This design comes from an exercise in tuning for small area on the open sky130 flow, not from production work.
Function was checked by simulation only, so behaviour that the tests miss may differ from the original.
Power and IR drop assume default switching activity.

==> flow/design.v <==
`default_nettype none
package cta_pkg;
    localparam int DAY_W    = 5;
    localparam int MONTH_W  = 4;
    localparam int YEAR_W   = 16;
    localparam int HOUR_W   = 5;
    localparam int MINUTE_W = 6;
    localparam int ADD_W    = 16;
    localparam logic [MINUTE_W-1:0] RESET_MINUTE = 6'd0;
    localparam logic [HOUR_W-1:0]   RESET_HOUR   = 5'd0;
    localparam logic [DAY_W-1:0]    RESET_DAY    = 5'd1;
    localparam logic [MONTH_W-1:0]  RESET_MONTH  = 4'd1;
    localparam logic [YEAR_W-1:0]   RESET_YEAR   = 16'd2000;
    localparam logic [4:0]          RESET_YRES   = 5'd0;     
    localparam logic REQ_LOAD = 1'b0;
    localparam logic REQ_ADD  = 1'b1;
endpackage
`default_nettype wire
`default_nettype none
import cta_pkg::*;
module calendar_time_add_minutes #(
    parameter int MAX_ADD_MINUTES = 65535
) (
    input  wire logic                     clk,
    input  wire logic                     rst_n,
    input  wire logic                     cmd_valid,
    output wire logic                     cmd_ready,
    input  wire logic                     cmd_req_type,
    input  wire logic [cta_pkg::ADD_W-1:0]    cmd_add_minutes,
    input  wire logic [cta_pkg::DAY_W-1:0]    cmd_load_day,
    input  wire logic [cta_pkg::MONTH_W-1:0]  cmd_load_month,
    input  wire logic [cta_pkg::YEAR_W-1:0]   cmd_load_year,
    input  wire logic [cta_pkg::HOUR_W-1:0]   cmd_load_hour,
    input  wire logic [cta_pkg::MINUTE_W-1:0] cmd_load_minute,
    output wire logic                     rsp_valid,
    input  wire logic                     rsp_ready,
    output wire logic [cta_pkg::DAY_W-1:0]    rsp_out_day,
    output wire logic [cta_pkg::MONTH_W-1:0]  rsp_out_month,
    output wire logic [cta_pkg::YEAR_W-1:0]   rsp_out_year,
    output wire logic [cta_pkg::HOUR_W-1:0]   rsp_out_hour,
    output wire logic [cta_pkg::MINUTE_W-1:0] rsp_out_minute,
    output wire logic                     rsp_leap_flag,
    output wire logic [cta_pkg::DAY_W-1:0]    rsp_month_length
);
    logic [5:0]  min_q;
    logic [4:0]  hour_q;
    logic [4:0]  day_q;
    logic [3:0]  mon_q;
    logic [15:0] year_q;
    logic [4:0]  yres_q;      
    logic        yc_q;        
    logic [5:0]  slot_q;
    logic [4:0]  rep_q;
    logic        rsp_valid_q;
    logic        work, is_add;
    logic        leap;
    logic [4:0]  mlen;
    assign leap = (year_q[1:0] == 2'd0) && ((yres_q != 5'd0) || (year_q[3:2] == 2'd0));
    always_comb
    begin
        case (mon_q)
            4'd2:                      mlen = leap ? 5'd29 : 5'd28;
            4'd4, 4'd6, 4'd9, 4'd11:   mlen = 5'd30;
            default:                   mlen = 5'd31;
        endcase
    end
    logic [3:0] bi;
    logic [1:0] fld;
    logic       ok;           
    logic [4:0] lastrep;      
    logic       rot, fin, op, slot_end;
    assign work   = cmd_valid && !rsp_valid_q;
    assign is_add = (cmd_req_type == REQ_ADD);
    assign bi     = slot_q[5:2];
    assign fld    = slot_q[1:0];
    always_comb
    begin
        ok      = 1'b0;
        lastrep = 5'd16;
        case (slot_q)
            {4'd0, 2'd0}: begin ok = 1'b1; lastrep = 5'd0; end
            {4'd1, 2'd0}: begin ok = 1'b1; lastrep = 5'd1; end
            {4'd2, 2'd0}: begin ok = 1'b1; lastrep = 5'd3; end
            {4'd3, 2'd0}: begin ok = 1'b1; lastrep = 5'd7; end
            {4'd4, 2'd0}: begin ok = 1'b1; lastrep = 5'd15; end
            {4'd5, 2'd0}: begin ok = 1'b1; lastrep = 5'd31; end
            {4'd6, 2'd0}: begin ok = 1'b1; lastrep = 5'd3; end
            {4'd6, 2'd1}: begin ok = 1'b1; lastrep = 5'd0; end
            {4'd7, 2'd0}: begin ok = 1'b1; lastrep = 5'd7; end
            {4'd7, 2'd1}: begin ok = 1'b1; lastrep = 5'd1; end
            {4'd8, 2'd0}: begin ok = 1'b1; lastrep = 5'd15; end
            {4'd8, 2'd1}: begin ok = 1'b1; lastrep = 5'd3; end
            {4'd9, 2'd0}: begin ok = 1'b1; lastrep = 5'd31; end
            {4'd9, 2'd1}: begin ok = 1'b1; lastrep = 5'd7; end
            {4'd10, 2'd0}: begin ok = 1'b1; lastrep = 5'd3; end
            {4'd10, 2'd1}: begin ok = 1'b1; lastrep = 5'd16; end
            {4'd11, 2'd0}: begin ok = 1'b1; lastrep = 5'd7; end
            {4'd11, 2'd1}: begin ok = 1'b1; lastrep = 5'd9; end
            {4'd11, 2'd2}: begin ok = 1'b1; lastrep = 5'd0; end
            {4'd12, 2'd0}: begin ok = 1'b1; lastrep = 5'd15; end
            {4'd12, 2'd1}: begin ok = 1'b1; lastrep = 5'd19; end
            {4'd12, 2'd2}: begin ok = 1'b1; lastrep = 5'd1; end
            {4'd13, 2'd0}: begin ok = 1'b1; lastrep = 5'd31; end
            {4'd13, 2'd1}: begin ok = 1'b1; lastrep = 5'd15; end
            {4'd13, 2'd2}: begin ok = 1'b1; lastrep = 5'd4; end
            {4'd14, 2'd0}: begin ok = 1'b1; lastrep = 5'd3; end
            {4'd14, 2'd1}: begin ok = 1'b1; lastrep = 5'd8; end
            {4'd14, 2'd2}: begin ok = 1'b1; lastrep = 5'd10; end
            {4'd15, 2'd0}: begin ok = 1'b1; lastrep = 5'd7; end
            {4'd15, 2'd1}: begin ok = 1'b1; lastrep = 5'd17; end
            {4'd15, 2'd2}: begin ok = 1'b1; lastrep = 5'd21; end
            default: begin ok = 1'b0; lastrep = 5'd16; end
        endcase
    end
    assign rot      = (slot_q == 6'd63) && !rep_q[4];
    assign fin      = (slot_q == 6'd63) && rep_q[4];
    assign op       = is_add && ok && cmd_add_minutes[bi];
    assign slot_end = (rep_q == lastrep) || (!op && !(slot_q == 6'd63));
    assign cmd_ready = work && fin;
    logic inc_m, inc_h, inc_d, inc_mo, inc_y;
    assign inc_m  = work && op && (fld == 2'd0);
    assign inc_h  = (work && op && (fld == 2'd1)) || (inc_m && (min_q == 6'd59));
    assign inc_d  = (work && op && (fld == 2'd2)) || (inc_h && (hour_q == 5'd23));
    assign inc_mo = inc_d && (day_q == mlen);
    assign inc_y  = inc_mo && (mon_q == 4'd12);
    logic       sbit;
    logic [4:0] r0, rh;
    logic [4:0] rn;
    assign sbit = is_add ? (year_q[0] ^ yc_q) : cmd_load_year[rep_q[3:0]];
    always_comb
    begin
        r0 = (rep_q[3:0] == 4'd0) ? 5'd0 : yres_q;
        rh = r0[0] ? 5'((6'(r0) + 6'd25) >> 1) : (r0 >> 1);
        rn = (rh == 5'd24 && sbit) ? 5'd0 : rh + 5'(sbit);
    end
    logic [3:0] lmon;
    logic [4:0] lday;
    logic       load;
    assign load = work && !is_add;
    always_comb
    begin
        if (cmd_load_month == 4'd0)
            lmon = 4'd1;
        else if (cmd_load_month > 4'd12)
            lmon = 4'd12;
        else
            lmon = cmd_load_month;
        if (cmd_load_day == 5'd0)
            lday = 5'd1;
        else if (cmd_load_day > mlen)
            lday = mlen;
        else
            lday = cmd_load_day;
    end
    always_ff @(posedge clk or negedge rst_n)
    begin
        if (!rst_n)
        begin
            min_q       <= RESET_MINUTE;
            hour_q      <= RESET_HOUR;
            day_q       <= RESET_DAY;
            mon_q       <= RESET_MONTH;
            year_q      <= RESET_YEAR;
            yres_q      <= RESET_YRES;
            yc_q        <= 1'b0;
            slot_q      <= '0;
            rep_q       <= '0;
            rsp_valid_q <= 1'b0;
        end
        else
        begin
            if (load)
            begin
                min_q  <= (cmd_load_minute > 6'd59) ? 6'd59 : cmd_load_minute;
                hour_q <= (cmd_load_hour > 5'd23) ? 5'd23 : cmd_load_hour;
                mon_q  <= lmon;
                if (fin)
                    day_q <= lday;
            end
            else
            begin
                if (inc_m)
                    min_q <= (min_q == 6'd59) ? 6'd0 : min_q + 6'd1;
                if (inc_h)
                    hour_q <= (hour_q == 5'd23) ? 5'd0 : hour_q + 5'd1;
                if (inc_d)
                    day_q <= (day_q == mlen) ? 5'd1 : day_q + 5'd1;
                if (inc_mo)
                    mon_q <= (mon_q == 4'd12) ? 4'd1 : mon_q + 4'd1;
            end
            if (work && rot)
            begin
                year_q <= {sbit, year_q[15:1]};
                yres_q <= rn;
                yc_q   <= year_q[0] & yc_q;
            end
            else if (inc_y)
            begin
                yc_q <= 1'b1;
            end
            else if (work && fin)
            begin
                yc_q <= 1'b0;
            end
            if (work)
            begin
                if (slot_end)
                begin
                    slot_q <= slot_q + 6'd1;
                    rep_q  <= '0;
                end
                else
                begin
                    rep_q <= rep_q + 5'd1;
                end
            end
            if (cmd_ready)
                rsp_valid_q <= 1'b1;
            else if (rsp_ready)
                rsp_valid_q <= 1'b0;
        end
    end
    assign rsp_valid        = rsp_valid_q;
    assign rsp_out_day      = day_q;
    assign rsp_out_month    = mon_q;
    assign rsp_out_year     = year_q;
    assign rsp_out_hour     = hour_q;
    assign rsp_out_minute   = min_q;
    assign rsp_leap_flag    = leap;
    assign rsp_month_length = mlen;
endmodule
`default_nettype wire
==> flow/run.sh <==
#!/bin/bash
# synth_recipe.tcl (not shown) runs the flow's synth.tcl, then flattens the netlist and writes it again
# the make line also repeats each setting of config.mk as NAME=value (left out here)
make -C /OpenROAD-flow-scripts/flow DESIGN_CONFIG=/design/flow/config.mk WORK_HOME=/design/flow/orfs CLKGATE_MAP_FILE= SYNTH_SCRIPT=/design/flow/synth_recipe.tcl finish
==> flow/constraint.sdc <==
create_clock -name core_clock -period 10.0 [get_ports {clk}]
set_input_delay 2.0000 -clock core_clock [delete_from_list [all_inputs] [get_ports {clk}]]
set_output_delay 2.0000 -clock core_clock [all_outputs]
set_load 0.01 [all_outputs]
==> flow/config.mk <==
export PLATFORM = sky130hd
export DESIGN_NAME = calendar_time_add_minutes
export DESIGN_NICKNAME = calendar_time_add_minutes
export VERILOG_FILES = /design/flow/design.v
export SDC_FILE = /design/flow/constraint.sdc
export NUM_CORES = 4
export LEC_CHECK = 0
export ABC_AREA = 1
export CAP_MARGIN = 20
export CORE_MARGIN = 2
export CORE_UTILIZATION = 40
export SLEW_MARGIN = 20
==> results.tsv, run 1 <==
metric	value	unit
PortBufs	97	
Site Rows	37	
detailed placer's ending HPWL	8201	um
Compound-Gate Fraction of Synth Area	11.84	%
Rel. slew slack	52.62	%
Ys Warns	1	
Worst VDD drop	0.07073	mV
Final Critical Period	5.467	ns
beginning of the worst hold path	year_q[10]	
Initial Util	40.55	%
setup_tns	0	ns
Routed Antenna Nets	0	
combinational family with the most area after synthesis	simple AND/OR/NAND/NOR gates	
crit-path most repeated cell	clkdlybuf4s50_1	
Slew Viols, Final	0	
clk root buf	clkbuf_8	
Nets	788	
Global Route Usage Sum	19.31	%
crit-path max FO	6	
Hold WS	0.4795	ns
P_leak	2.538	nW
Mapped Avg Cell Area	6.653	um2
commonest cells after routing, fill and taps aside	223 x nand2_1, 96 x clkdlybuf4s50_1, 63 x nand3_1, 54 x inv_1	
most common cell after layout, fill and taps aside	nand2_1	
final total power	1.016	mW
max cap viols	0	
die area	0.01111	mm2
RSZ-0062 raised after global routing	false	
Max Buffers Root-to-Sink	2	
layout cells sized above 1	4.654	%
post-synthesis mux area share	0.2435	%
GR Overflow Total	0	
WP data required	8.00	ns
RD Place Congestion	0.8828	
simple-gate share of the synthesized area	35.54	%
reg2reg start	slot_q[1]	
Post-synth EDFFs	0	
Filler cells	1073	
pwr dens	192.7	mW/mm2
Worst Setup SP	cmd_valid	
HP Class	register to register	
drt total wl	10650	um
1st-iter DRT viols	213	
Synth Flop Type	dfrtp_1	
status	no timing/DRC/antenna violations	
Slew @ Worst Pin	0.7107	ns
vias in the first global route	3924	
mapped cell area	0.004111	mm2
Adder-Cell Fraction of Synth Area	6.999	%
Post-route DRC	0	
PostCTS Resize Cnt	0	
buffer count from post-CTS setup fixing	0	
CP endpoint kind	primary output	
CORE AREA	0.01014	mm2
clk_skew	0.01550	ns
Vias/cell	5.063	
routed via count	4278	
antenna fix cells	0	
slowest stage cell, crit path	clkdlybuf4s50_1	
Inst Count DP	837	
CP max stage delay	0.58	ns
Hold Fails Final Rpt	0	
drt first pass iters	5	
io pins	101	
H-tree depth	2	
Layout area overhead	28.18	%
Post-Synth XOR/XNOR Area	4.047	%
Avg WL per Cell	12.60	um
final setup vio count	0	
initial antenna violation count	0	
largest net degree at the start of global routing	55	
CTS tree	built	
Sinks on Clock Net	54	
FFs w/ async S/R, synth	100.0	%
die width	105.4	um
Post-Synthesis Cells	618	
global-route wire length before repair	18000	um
R2R setup slack	6.97	ns
CTS Buf Count	5	
post-route cell area	0.005270	mm2
die height	105.4	um
Setup crit start kind	input pin	
non-filler cells, final	845	
CP Data Arrival Time	3.47	ns
placed inst area	0.005172	mm2
Crit Path Class	input pin to primary output	
Tcrit/Tclk final	54.67	%
FF+latch count, synth	54	
critical-path cell list	clkdlybuf4s50_1, nand2_1, nor3_1, clkdlybuf4s50_1	
CTS Hold Buffers Added	0	
sequential fraction of the synthesis area	33.11	%
post-synthesis cell type count	36	
fmax	182.9	MHz
clock insertion delay at the later pin of the skew report	0.32	ns
clock-pin slew on the worst setup and hold paths	0.11	ns
[cells in the mapped netlist, drive strengths merged (2+ instances only)]
library cell,number,share of area [%]
nand2,225,21
nand3,64,7.9
inv,59,5.4
o21ai,50,6.1
nor2,48,4.6
dfrtp,46,28
ha,23,7.0
xor2,16,3.4
a21oi,15,1.8
buf,13,2.0
nor3,11,1.6
o211ai,9,1.6
dfstp,8,5.1
clkbuf,6,0.55
nand4,4,0.61
a31oi,3,0.46
o22ai,3,0.46
xnor2,3,0.64
a21o,2,0.37
clkinv,2,0.18
[worst max-delay path, delay by kind of cell]
kind                   cells  cell delay, ns
and+or+nand+nor            2            0.44
buffers and inverters      2            1.03
[sequential cells by signal (all words and copies together), names as in the netlist]
signal	flops
year_q	16
min_q	6
slot_q	6
day_q	5
hour_q	5
rep_q	5
yres_q	5
mon_q	4
rsp_valid_q	1
yc_q	1
[area by class of cell]
cell class / count / area [um2] / share of cell area [%]
clock buffers: 5 / 68.82 / 1.306
inverters: 61 / 229.0 / 4.345
multi-input cells: 486 / 2424 / 45.99
repair buffers: 100 / 988.4 / 18.76
clock inverters: 3 / 28.78 / 0.5461
flip-flops and latches: 54 / 1361 / 25.83
well taps: 136 / 170.2 / 3.229
[power by group]
part / internal [mW] / total [mW] / switching, mW
Clock: 0.0522 / 0.134 / 0.0816
Sequential: 0.263 / 0.346 / 0.0829
Combinational: 0.233 / 0.536 / 0.303
[metal layers]
| layer | track usage (%) | up-vias | share of wire (%) |
|---|---|---|---|
| met3 | 2.845 | 13 | 4.8 |
| met1 | 25.87 | 1975 | 48 |
| met2 | 32.76 | 115 | 46 |
| met5 | 0 | - | 0 |
| li1 | - | 2175 | - |
| met4 | 4.571 | 0 | 1.4 |
[per-stage QoR]
stage	setup slack (ns)	utilization (%)
2_1_floorplan	5.511	-
3_3_place_gp	4.557	51.02
3_5_place_dp	4.519	51.02
4_1_cts	4.509	51.98
5_1_grt	4.422	51.98
6_report	4.533	51.98
[path summary, 6_finish.rpt]
check,endpoint,cells after the start
worst min register to register,year_q[10],2
worst max register to register,slot_q[0],18
worst min-delay path,year_q[10],2
worst max-delay path,cmd_ready,4
max in group asynchronous,year_q[1],2
min in group asynchronous,slot_q[2],2
[logic make-up after synthesis]
| logic type | after synthesis |
|---|---|
| simple gates | 353 |
| compound gates | 87 |
| buf+inv | 80 |
| flops | 54 |
| fa+ha+maj | 23 |
| xor+xnor | 19 |
| other cells | 1 |
| mux | 1 |
==> run 2, diff against run 1 <==
--- a/flow/config.mk
+++ b/flow/config.mk
@@ -5,7 +5,6 @@
 export SDC_FILE = /design/flow/constraint.sdc
 export NUM_CORES = 4
 export LEC_CHECK = 0
-export ABC_AREA = 1
 export CAP_MARGIN = 20
 export CORE_MARGIN = 2
 export CORE_UTILIZATION = 40
==> results.tsv, run 2 <==
metric	value	unit	change
R2R setup slack	6.81	ns	-0.16 ns
CORE AREA	0.009774	mm2	-3.6%
clk root buf	clkbuf_8		
Synth Flop Type	dfrtp_1		
Post-synth EDFFs	0		unchanged
Layout area overhead	28.40	%	
die width	104.2	um	-1.1%
PortBufs	97		unchanged
WP data required	8.00	ns	about the same
largest net degree at the start of global routing	55		unchanged
slowest stage cell, crit path	clkdlybuf4s50_1		
Routed Antenna Nets	0		unchanged
Crit Path Class	input pin to primary output		
crit-path max FO	13		+7
sequential power share	34.6	%	+0.6 points
post-synth top area share	28.65	%	+0.65 points
Rel. slew slack	43.13	%	-9.5 points
Comb pwr share	51.5	%	-1.3 points
critical-path cell list	clkdlybuf4s50_1, nand2_1, nor2_1, nand2_1, inv_1, clkdlybuf4s50_1		
max cap viols	0		unchanged
top cells by count, synth	85 x nand2_1, 46 x dfrtp_1, 27 x o21ai_0, 24 x inv_1		
reg2reg start	slot_q[1]		
initial antenna violation count	0		unchanged
post-synthesis cell type count	77		+110%
GR Overflow Total	0		unchanged
Mapped Avg Cell Area	8.791	um2	+32%
detailed placer's ending HPWL	7523	um	-8.3%
Worst VDD drop	0.1023	mV	+45%
1st-iter DRT viols	174		-18%
Post-route DRC	0		unchanged
Hold WS	0.4690	ns	-0.01058 ns
pwr dens	210.2	mW/mm2	+9.1%
top-count cell post-synth	nand2_1		
Sw Share	42.34	%	-3.7 points
beginning of the worst hold path	year_q[7]		
DP Worst Slack	4.232	ns	-0.2874 ns
die area	0.01086	mm2	-2.2%
Avg WL per Cell	15.01	um	+19%
setup_tns	0	ns	unchanged
RD Place Congestion	0.8621		-2.3%
sequential fraction of the synthesis area	33.88	%	+0.77 points
Final WS setup	4.243	ns	-0.2906 ns
RSZ-0062 raised after global routing	false		
Slew @ Worst Pin	0.8530	ns	+0.1423 ns
antenna fix cells	0		unchanged
Initial Util	41.10	%	+0.55 points
Nets	623		-21%
mapped cell area	0.004018	mm2	-2.3%
clock insertion delay at the later pin of the skew report	0.31	ns	about the same
commonest cells after routing, fill and taps aside	96 x clkdlybuf4s50_1, 85 x nand2_1, 46 x dfrtp_1, 27 x o21ai_0, 24 x inv_1		
P_leak	2.149	nW	-15%
status	no timing/DRC/antenna violations		
clock-pin slew on the worst setup and hold paths	0.11	ns	about the same
clock share of power	13.9	%	+0.7 points
Largest Register	year_q		
Setup crit start kind	input pin		
Largest regs	year_q: 16 flops, min_q: 6 flops, slot_q: 6 flops		
Global Route Usage Sum	19.02	%	-0.29 points
CTS Hold Buffers Added	0		unchanged
internal power	0.6254	mW	+14%
H-tree depth	2		unchanged
Final Util	52.78	%	+0.80 points
FF+latch count, synth	54		unchanged
CP Data Arrival Time	3.76	ns	+0.29 ns
FFs w/ async S/R, synth	100.0	%	unchanged
hold-critical path depth	2		unchanged
CP max stage delay	0.52	ns	-0.06 ns
final setup vio count	0		unchanged
RR Endpoint	slot_q[2]		
layout cells sized above 1	8.272	%	+3.6 points
Ys Warns	1		unchanged
Post-Synthesis Cells	457		-26%
PostCTS Resize Cnt	0		unchanged
CTS tree	built		
buffer count from post-CTS setup fixing	0		unchanged
CP endpoint kind	primary output		
Site Rows	36		-2.7%
global-route wire length before repair	17300	um	-3.9%
Vias/cell	5.343		+5.5%
vias in the first global route	3487		-11%
most common cell after layout, fill and taps aside	clkdlybuf4s50_1		
Filler cells	943		-12%
Hold Fails Final Rpt	0		unchanged
HP Class	register to register		
routed via count	3617		-15%
io pins	101		unchanged
FF-to-FF path depth	9		-9
Max Buffers Root-to-Sink	2		unchanged
Slew Viols, Final	0		unchanged
fmax	173.7	MHz	-5.0%
Tcrit/Tclk final	57.57	%	+2.9 points
max reg flops	16		unchanged
drt total wl	10160	um	-4.6%
CTS Buf Count	5		unchanged
final total power	1.085	mW	+6.8%
post-synth top area cell	dfrtp_1		
die height	104.2	um	-1.1%
Sinks on Clock Net	54		unchanged
clk_skew	0.01680	ns	+0.001297 ns
synth top area cells	dfrtp_1 29%, nand2_1 7.9%, ha_1 7.2%		
Final Critical Period	5.757	ns	+0.2906 ns
sw power	0.4591	mW	-1.9%
drt first pass iters	4		-1
hold endpoint	year_q[6]		
-- run 2: cell count changes in the layout (fill, tap and decap cells not counted), moves of 7 or more --
cell      before  now
xor2_1        16    1
inv_1         54   24
nand2b_1       0   13
xnor2_1        3   17
nand2_1      223   85
nand3_1       63   19
nor2_1        46   23
o21ai_0       43   27
mux2i_1        1    8
-- run 2: routing by layer --
| layer | vias up | global-route usage (%) | part of all wire [%] |
|---|---|---|---|
| met5 | - | 0 | 0 |
| met4 | 0 | 3.282 | 0.71 |
| met3 | 6 | 4.198 | 5.6 |
| met2 | 98 | 30.55 | 46 |
| met1 | 1718 | 26.68 | 48 |
| li1 | 1795 | - | - |
-- run 2: power groups by stage --
stage	registers [mW]	clock network (mW)	logic, mW
2_1_floorplan	0.333	0	0.438
3_3_place_gp	0.378	0	0.550
3_5_place_dp	0.378	0	0.556
4_1_cts	0.374	0.157	0.560
5_1_grt	0.391	0.166	0.619
6_report	0.376	0.151	0.558
-- run 2: kinds of logic after synthesis --
| family | share of synthesized area (%) |
|---|---|
| AND/OR/NAND/NOR | 22.02 |
| AO/OA/AOI/OAI | 19.03 |
| flip-flops | 33.88 |
| buffers and inverters | 5.854 |
| adder cells (fa/ha/maj) | 7.412 |
| multiplexers | 7.786 |
| XOR/XNOR | 3.924 |
| other | 0.09334 |
-- run 2: worst max-delay path by stage --
stage	start	to	cells after the start
after floorplan	cmd_valid	cmd_ready	4
after global placement	cmd_valid	cmd_ready	6
after detailed placement	cmd_valid	cmd_ready	6
after CTS	cmd_valid	cmd_ready	6
after global routing	cmd_valid	cmd_ready	6
final	cmd_valid	cmd_ready	6
-- run 2: stage by stage --
stage / cell area [um2] / std cells
floorplan: 4025 / 459
finish: 5159 / 677
detailed placement: 5040 / 668
CTS: 5151 / 676
global placement: 5040 / 668
global route: 5159 / 677
-- run 2: worst max-delay path, delay by kind of cell --
kind | cells | cell delay, ns
buf+inv | 3 | 1.05
simple gates | 3 | 0.71
-- run 2: area by class of cell --
cell class,count,area [um2],area share (%)
Clock buffer,6,72.57,1.407
Clock inverter,2,38.79,0.7519
Inverter,26,97.59,1.892
Multi-Input combinational cell,356,2434,47.17
Sequential cell,54,1361,26.39
Tap cell,133,166.4,3.226
Timing Repair Buffer,100,988.4,19.16
==> run 3, diff against run 2 <==
==> flow/flow/run.sh (new file) <==
#!/bin/bash
# The standard layout, with the port buffers made of the smallest buffer cell.
set -euo pipefail
export BUFFER_PORTS_ARGS="-buffer_cell sky130_fd_sc_hd__buf_1"
bash standard.sh > standard.log 2>&1
==> flow/standard.sh (new file) <==
#!/bin/bash
# synth_recipe.tcl (not shown) runs the flow's synth.tcl, then flattens the netlist and writes it again
# the make line also repeats each setting of config.mk as NAME=value (left out here)
make -C /OpenROAD-flow-scripts/flow DESIGN_CONFIG=/design/flow/config.mk WORK_HOME=/design/flow/orfs CLKGATE_MAP_FILE= SYNTH_SCRIPT=/design/flow/synth_recipe.tcl "${@:-finish}"
--- a/flow/config.mk
+++ b/flow/config.mk
@@ -5,6 +5,7 @@
 export SDC_FILE = /design/flow/constraint.sdc
 export NUM_CORES = 4
 export LEC_CHECK = 0
+export ABC_AREA = 1
 export CAP_MARGIN = 20
 export CORE_MARGIN = 2
 export CORE_UTILIZATION = 40
removed: flow/run.sh
==> results.tsv, run 3 <==
metric	value	unit	change
drt first pass iters	5		+1
crit-path max FO	6		-7
Sw Share	46.85	%	+4.5 points
Tcrit/Tclk final	46.48	%	-11 points
Routed Antenna Nets	0		unchanged
sequential fraction of the synthesis area	33.11	%	-0.77 points
CTS tree	built		
clock insertion delay at the later pin of the skew report	0.31	ns	about the same
Post-Synthesis Cells	618		+35%
Final Critical Period	4.648	ns	-1.109 ns
Site Rows	37		+2.8%
Worst VDD drop	0.09226	mV	-9.8%
Crit Path Class	input pin to primary output		
internal power	0.5230	mW	-16%
die height	105.4	um	+1.1%
Largest regs	year_q: 16 flops, min_q: 6 flops, slot_q: 6 flops		
Post-route DRC	0		unchanged
P_leak	2.297	nW	+6.9%
CORE AREA	0.01014	mm2	+3.7%
max reg flops	16		unchanged
sw power	0.4609	mW	+0.39%
die width	105.4	um	+1.1%
status	no timing/DRC/antenna violations		
sequential power share	35.3	%	+0.7 points
H-tree depth	2		unchanged
post-synth top area cell	dfrtp_1		
pwr dens	209.6	mW/mm2	-0.28%
max cap viols	0		unchanged
Slew @ Worst Pin	0.7093	ns	-0.1437 ns
most common cell after layout, fill and taps aside	nand2_1		
Inst Count DP	837		+25%
Sinks on Clock Net	54		unchanged
final setup vio count	0		unchanged
layout cells sized above 1	4.654	%	-3.6 points
WP data required	8.00	ns	about the same
drt total wl	10390	um	+2.3%
buffer count from post-CTS setup fixing	0		unchanged
Comb pwr share	48.8	%	-2.7 points
1st-iter DRT viols	227		+30%
fmax	215.1	MHz	+24%
HP Class	register to register		
Nets	788		+26%
synth top area cells	dfrtp_1 28%, nand2_1 20%, nand3_1 7.7%		
post-synthesis cell type count	36		-53%
clk root buf	clkbuf_8		
routed via count	4209		+16%
Slew Viols, Final	0		unchanged
CP endpoint kind	primary output		
clk_skew	0.01380	ns	-0.003000 ns
Post-synth EDFFs	0		unchanged
Rel. slew slack	52.71	%	+9.6 points
RSZ-0062 raised after global routing	false		
PostCTS Resize Cnt	0		unchanged
Largest Register	year_q		
slowest stage cell, crit path	nor3_1		
setup_tns	0	ns	unchanged
largest net degree at the start of global routing	55		unchanged
Synth Flop Type	dfrtp_1		
Final Util	46.29	%	-6.5 points
Max Buffers Root-to-Sink	2		unchanged
Avg WL per Cell	12.30	um	-18%
mapped cell area	0.004111	mm2	+2.3%
non-filler cells, final	845		+25%
io pins	101		unchanged
initial antenna violation count	0		unchanged
antenna fix cells	0		unchanged
critical-path cell list	buf_1, nand2_1, nor3_1, buf_1		
top-count cell post-synth	nand2_1		
CTS Buf Count	5		unchanged
CP max stage delay	0.26	ns	-0.26 ns
Layout area overhead	14.15	%	
die area	0.01111	mm2	+2.2%
detailed placer's ending HPWL	7966	um	+5.9%
GR Overflow Total	0		unchanged
CTS Hold Buffers Added	0		unchanged
Global Route Usage Sum	19.41	%	+0.40 points
Vias/cell	4.981		-6.8%
final total power	0.9839	mW	-9.3%
global-route wire length before repair	18190	um	+5.1%
clock-pin slew on the worst setup and hold paths	0.10	ns	about the same
vias in the first global route	4022		+15%
PortBufs	97		unchanged
crit-path most repeated cell	buf_1		
CP Data Arrival Time	2.65	ns	-1.11 ns
Hold Fails Final Rpt	0		unchanged
FF+latch count, synth	54		unchanged
post-synth top area share	28.00	%	-0.65 points
FFs w/ async S/R, synth	100.0	%	unchanged
top cells by count, synth	223 x nand2_1, 63 x nand3_1, 54 x inv_1, 46 x dfrtp_1, 46 x nor2_1		
Mapped Avg Cell Area	6.653	um2	-24%
Ys Warns	1		unchanged
commonest cells after routing, fill and taps aside	223 x nand2_1, 96 x buf_1, 63 x nand3_1, 54 x inv_1		
clock share of power	15.9	%	+2.0 points
RD Place Congestion	0.8880		+3.0%
Initial Util	40.55	%	-0.55 points
Setup crit start kind	input pin		
run 3: changes by cell type in the layout (fill, tap and decap cells not counted), moves of 7 or more:
cell | before | now
mux2i_1 | 8 | 1
nand2b_1 | 13 | 0
nor2_1 | 23 | 46
nand2_1 | 85 | 223
buf_1 | 0 | 96
inv_1 | 24 | 54
nand3_1 | 19 | 63
o21ai_0 | 27 | 43
xnor2_1 | 17 | 3
xor2_1 | 1 | 16
clkdlybuf4s50_1 | 96 | 0
run 3: routing by layer:
| metal | track usage (%) | part of all wire [%] |
|---|---|---|
| met1 | 25.96 | 48 |
| met2 | 33.00 | 46 |
| met3 | 2.721 | 4.5 |
| met4 | 4.857 | 1.1 |
| met5 | 0 | 0 |
run 3: worst paths after layout:
check | depth (start not counted) | slack [ns] | startpoint | to
worst max-delay path | 4 | 5.35 | cmd_valid | cmd_ready
worst min-delay path | 2 | 0.47 | year_q[9] | year_q[9]
worst max register to register | 18 | 7.07 | slot_q[1] | slot_q[3]
worst min register to register | 2 | 0.47 | year_q[9] | year_q[9]
max in group asynchronous | 2 | 7.72 | rst_n | year_q[11]
min in group asynchronous | 2 | 1.80 | rst_n | min_q[5]
run 3: final cells by class:
| type | instances | area (um2) |
|---|---|---|
| fill | 1119 | 5445 |
| multi-input combinational | 486 | 2424 |
| sequential | 54 | 1361 |
| timing repair buffer | 100 | 387.9 |
| inverter | 61 | 229.0 |
| tap | 136 | 170.2 |
| clock buffer | 6 | 82.58 |
| clock inverter | 2 | 38.79 |
run 3: power groups by stage:
stage	Combinational [mW]	Clock (mW)	Sequential, mW
2_1_floorplan	0.377	0	0.327
4_1_cts	0.483	0.162	0.345
6_report	0.480	0.157	0.347
3_5_place_dp	0.480	0	0.349
3_3_place_gp	0.471	0	0.348
5_1_grt	0.559	0.171	0.357
run 3: kinds of logic after synthesis:
kind of cell    after synthesis  share of synthesized area [%]
flops                        54                          33.11
simple gates                353                          35.54
mux                           1                         0.2435
fa+ha+maj                    23                          6.999
other cells                   1                        0.09121
xor+xnor                     19                          4.047
compound gates               87                          11.84
buf+inv                      80                          8.125
run 3: critical path, delay by kind of cell:
family                 cells  cell delay (ns)
and+or+nand+nor            2             0.41
buffers and inverters      2             0.25
run 3: metrics by stage:
stage	hold WS, ns	setup slack, ns	cell area, um2
floorplan	0.4743	5.511	4119
global placement	0.4577	5.364	4572
detailed placement	0.4622	5.329	4572
CTS	0.4784	5.330	4693
global route	0.4910	5.261	4693
finish	0.4744	5.352	4693
==> run 4, diff against run 3 <==
==> flow/flow/run.sh (replaced) <==
#!/bin/bash
# The standard layout (standard.sh), with three changes:
#  - synthesis maps the logic with an area-oriented ABC script (flow/abc.script,
#    through flow/synth.tcl, which is synth_recipe.tcl plus that one change),
#    without the platform's adder cells and the Kogge-Stone carry map;
#  - the port buffers are the smallest buffer cell.
set -euo pipefail
here=$(pwd)
export MY_ABC_SCRIPT=$here/flow/abc.script
export BUFFER_PORTS_ARGS="-buffer_cell sky130_fd_sc_hd__buf_1"
sed -e "s#SYNTH_SCRIPT=[^ ]*#SYNTH_SCRIPT=$here/flow/synth.tcl ADDER_MAP_FILE= SYNTH_OPERATIONS_ARGS=-nofsm#" standard.sh > own.sh
bash own.sh > own.log 2>&1
==> flow/flow/abc.script (new file) <==
strash
&get -n
&deepsyn -T 20
&put
dch -f
amap -m -F 4 -A 8
==> flow/flow/synth.tcl (new file) <==
# The standard flow's synthesis script (synth_recipe.tcl), with the technology mapping
# done by our own ABC script (flow/abc.script, an area-oriented one).
proc synth {args} { yosys synth -nofsm -noshare {*}$args }
proc abc {args} {
  set i [lsearch -exact $args -script]
  if { $i >= 0 } { set args [lreplace $args $i [expr {$i + 1}] -script $::env(MY_ABC_SCRIPT)] }
  yosys abc {*}$args
}
source $::env(SCRIPTS_DIR)/synth.tcl
# left out here: clear keep_hierarchy, flatten, clean up, hide names made inside functions, write 1_2_yosys.v
--- a/flow/config.mk
+++ b/flow/config.mk
@@ -5,7 +5,6 @@
 export SDC_FILE = /design/flow/constraint.sdc
 export NUM_CORES = 4
 export LEC_CHECK = 0
-export ABC_AREA = 1
 export CAP_MARGIN = 20
 export CORE_MARGIN = 2
 export CORE_UTILIZATION = 40
==> results.tsv, run 4 <==
metric	value	unit	change
Mapped Avg Cell Area	8.245	um2	+24%
RR Endpoint	slot_q[5]		
crit-path max FO	5		-1
die area	0.008406	mm2	-24%
Synth Flop Type	dfrtp_1		
CTS Buf Count	5		unchanged
Largest regs	year_q: 16 flops, min_q: 6 flops, slot_q: 6 flops		
synth top area cells	dfrtp_1 37%, clkinv_1 7.7%, dfstp_2 6.8%		
die height	91.69	um	-13%
Nets	535		-32%
post-synth top area share	37.43	%	+9.4 points
Avg WL per Cell	13.61	um	+11%
buffer count from post-CTS setup fixing	0		unchanged
Max Buffers Root-to-Sink	2		unchanged
H-tree depth	2		unchanged
clock insertion delay at the later pin of the skew report	0.31	ns	about the same
CTS tree	built		
Filler cells	769		-31%
FFs w/ async S/R, synth	100.0	%	unchanged
layout cells sized above 1	3.967	%	-0.69 points
Final Critical Period	4.799	ns	+0.1512 ns
clk root buf	clkbuf_8		
drt first pass iters	7		+2
global-route wire length before repair	13330	um	-27%
Tcrit/Tclk final	47.99	%	+1.5 points
Post-synth EDFFs	0		unchanged
Site Rows	31		-16%
HP Class	register to register		
Slew Viols, Final	0		unchanged
RD Place Congestion	0.8617		-3.0%
drt total wl	7866	um	-24%
placed inst area	0.003565	mm2	-22%
vias in the first global route	2903		-28%
P_leak	1.328	nW	-42%
WP data required	8.00	ns	about the same
most common cell after layout, fill and taps aside	buf_1		
PostCTS Resize Cnt	0		unchanged
Worst VDD drop	0.1113	mV	+21%
clk_skew	0.01287	ns	-0.0009350 ns
top cells by count, synth	63 x clkinv_1, 54 x nor2_1, 46 x dfrtp_1, 33 x o21ai_0, 28 x nand2_1		
beginning of the worst hold path	hour_q[4]		
initial antenna violation count	0		unchanged
commonest cells after routing, fill and taps aside	96 x buf_1, 63 x clkinv_1, 54 x nor2_1, 46 x dfrtp_1, 33 x o21ai_0		
final setup vio count	0		unchanged
RSZ-0062 raised after global routing	false		
max reg flops	16		unchanged
max cap viols	0		unchanged
clock-pin slew on the worst setup and hold paths	0.10	ns	about the same
mapped cell area	0.003075	mm2	-25%
post-synthesis cell type count	38		+5.6%
top-count cell post-synth	clkinv_1		
Hold WS	0.5427	ns	+0.06833 ns
FF-to-FF path depth	19		+1
post-route cell area	0.003662	mm2	-22%
pwr dens	262.7	mW/mm2	+25%
Initial Util	41.95	%	+1.4 points
FF+latch count, synth	54		unchanged
routed via count	3152		-25%
Largest Register	year_q		
Setup crit start kind	input pin		
Crit Path Class	input pin to primary output		
Post-Synthesis Cells	373		-40%
Hold Fails Final Rpt	0		unchanged
post-synth top area cell	dfrtp_1		
fmax	208.4	MHz	-3.2%
CTS Hold Buffers Added	0		unchanged
hold endpoint	hour_q[3]		
status	no timing/DRC/antenna violations		
Multi-input gate area	0.001463	mm2	-40%
Storage cell area	0.001361	mm2	unchanged
CP endpoint kind	primary output		
die width	91.69	um	-13%
io pins	101		unchanged
Slew @ Worst Pin	0.9593	ns	+0.2499 ns
CORE AREA	0.007331	mm2	-28%
reg2reg start	slot_q[3]		
Post-route DRC	0		unchanged
Ys Warns	1		unchanged
Layout area overhead	19.08	%	
hold-critical path depth	1		-1
detailed placer's ending HPWL	5969	um	-25%
CP Data Arrival Time	2.80	ns	+0.15 ns
Rel. slew slack	35.81	%	-17 points
PortBufs	97		unchanged
Vias/cell	5.453		+9.5%
sequential fraction of the synthesis area	44.26	%	+11 points
largest net degree at the start of global routing	55		unchanged
antenna fix cells	0		unchanged
Global Route Usage Sum	19.09	%	-0.32 points
Routed Antenna Nets	0		unchanged
GR Overflow Total	0		unchanged
1st-iter DRT viols	173		-24%
R2R setup slack	6.10	ns	-0.97 ns
Sinks on Clock Net	54		unchanged
setup_tns	0	ns	unchanged
-- run 4: report_power, final --
group / switching (mW) / total (mW) / internal [mW]
clock network: 0.0792 / 0.131 / 0.0521
registers: 0.0915 / 0.402 / 0.310
logic: 0.254 / 0.429 / 0.175
total: 0.425 / 0.962 / 0.537
-- run 4: worst max-delay path by stage --
| stage | to | start | slack (ns) |
|---|---|---|---|
| finish | cmd_ready | cmd_valid | 5.20 |
| global route | slot_q[5] | cmd_add_minutes[12] | 5.05 |
| CTS | cmd_ready | cmd_valid | 5.21 |
| detailed placement | slot_q[5] | cmd_add_minutes[12] | 5.13 |
| global placement | cmd_ready | cmd_valid | 5.24 |
| floorplan | cmd_ready | cmd_valid | 5.57 |
-- run 4: stage by stage --
step                util [%]  std cells  power [mW]  worst slack, ns
finish                 49.96        578      0.9621            5.201
global route           49.96        578       1.049            5.055
floorplan                  -        375      0.6969            5.573
global placement       48.63        570      0.8265            5.236
CTS                    49.96        578      0.9711            5.210
detailed placement     48.63        570      0.8323            5.126
-- run 4: per-layer routing --
layer / global-route usage, % / vias to the layer above / share of wire (%)
li1: - / 1573 / -
met1: 27.25 / 1487 / 50
met2: 29.53 / 84 / 45
met3: 3.040 / 8 / 4.4
met4: 6.439 / 0 / 1.1
met5: 0 / - / 0
-- run 4: layout make-up --
cell class / count / area share (%)
multi-input combinational: 255 / 39.94
timing repair buffer: 99 / 10.39
clock inverter: 3 / 0.7858
tap: 99 / 3.382
sequential: 54 / 37.17
inverter: 63 / 6.457
clock buffer: 5 / 1.879
-- run 4: cells by family after synthesis --
group / count (synthesis) / synth area share, %
simple gates: 121 / 17.05
flops: 54 / 44.26
other cells: 1 / 0.1219
buf+inv: 66 / 8.422
compound gates: 131 / 30.15
-- run 4: worst max-delay path, cell delays in order --
cell      delay (ns)
buf_1           0.07
nand2_1         0.13
clkinv_1        0.09
nand2_1         0.06
nor2_1          0.25
buf_1           0.19

[what the ideal ports hide]
How much do the figures lean on ideal ports? The routed layouts below were timed once more, with nothing changed but the port constraints. Step 1 assumes that a clkbuf_16 drives the clock port and a buf_2 every other input. Step 2 times the ports against the registers' clock, not the clock port: input delays grow and output delays shrink by t, the midpoint of the rising clock arrivals with the driver on. Slacks: ideal / step 1 / step 2; pairs: ideal / step 1.
| run | shift t [ns] | setup WS [ns] | latest minus earliest clock arrival (ns) |
|---|---|---|---|
| run 1 | 0.342 | 4.533 / 4.503 / 4.503 | 0.015 / 0.016 |
| run 2 | 0.338 | 4.243 / 4.215 / 4.215 | 0.017 / 0.016 |
| run 3 | 0.336 | 5.352 / 5.329 / 5.329 | 0.014 / 0.014 |
| run 4 | 0.340 | 5.201 / 5.176 / 5.130 | 0.013 / 0.013 |
After both steps setup and hold are still met in every run listed. The setup slack of run 4, which loses most, moves by -0.025 ns with the drivers and by -0.071 ns with both steps.
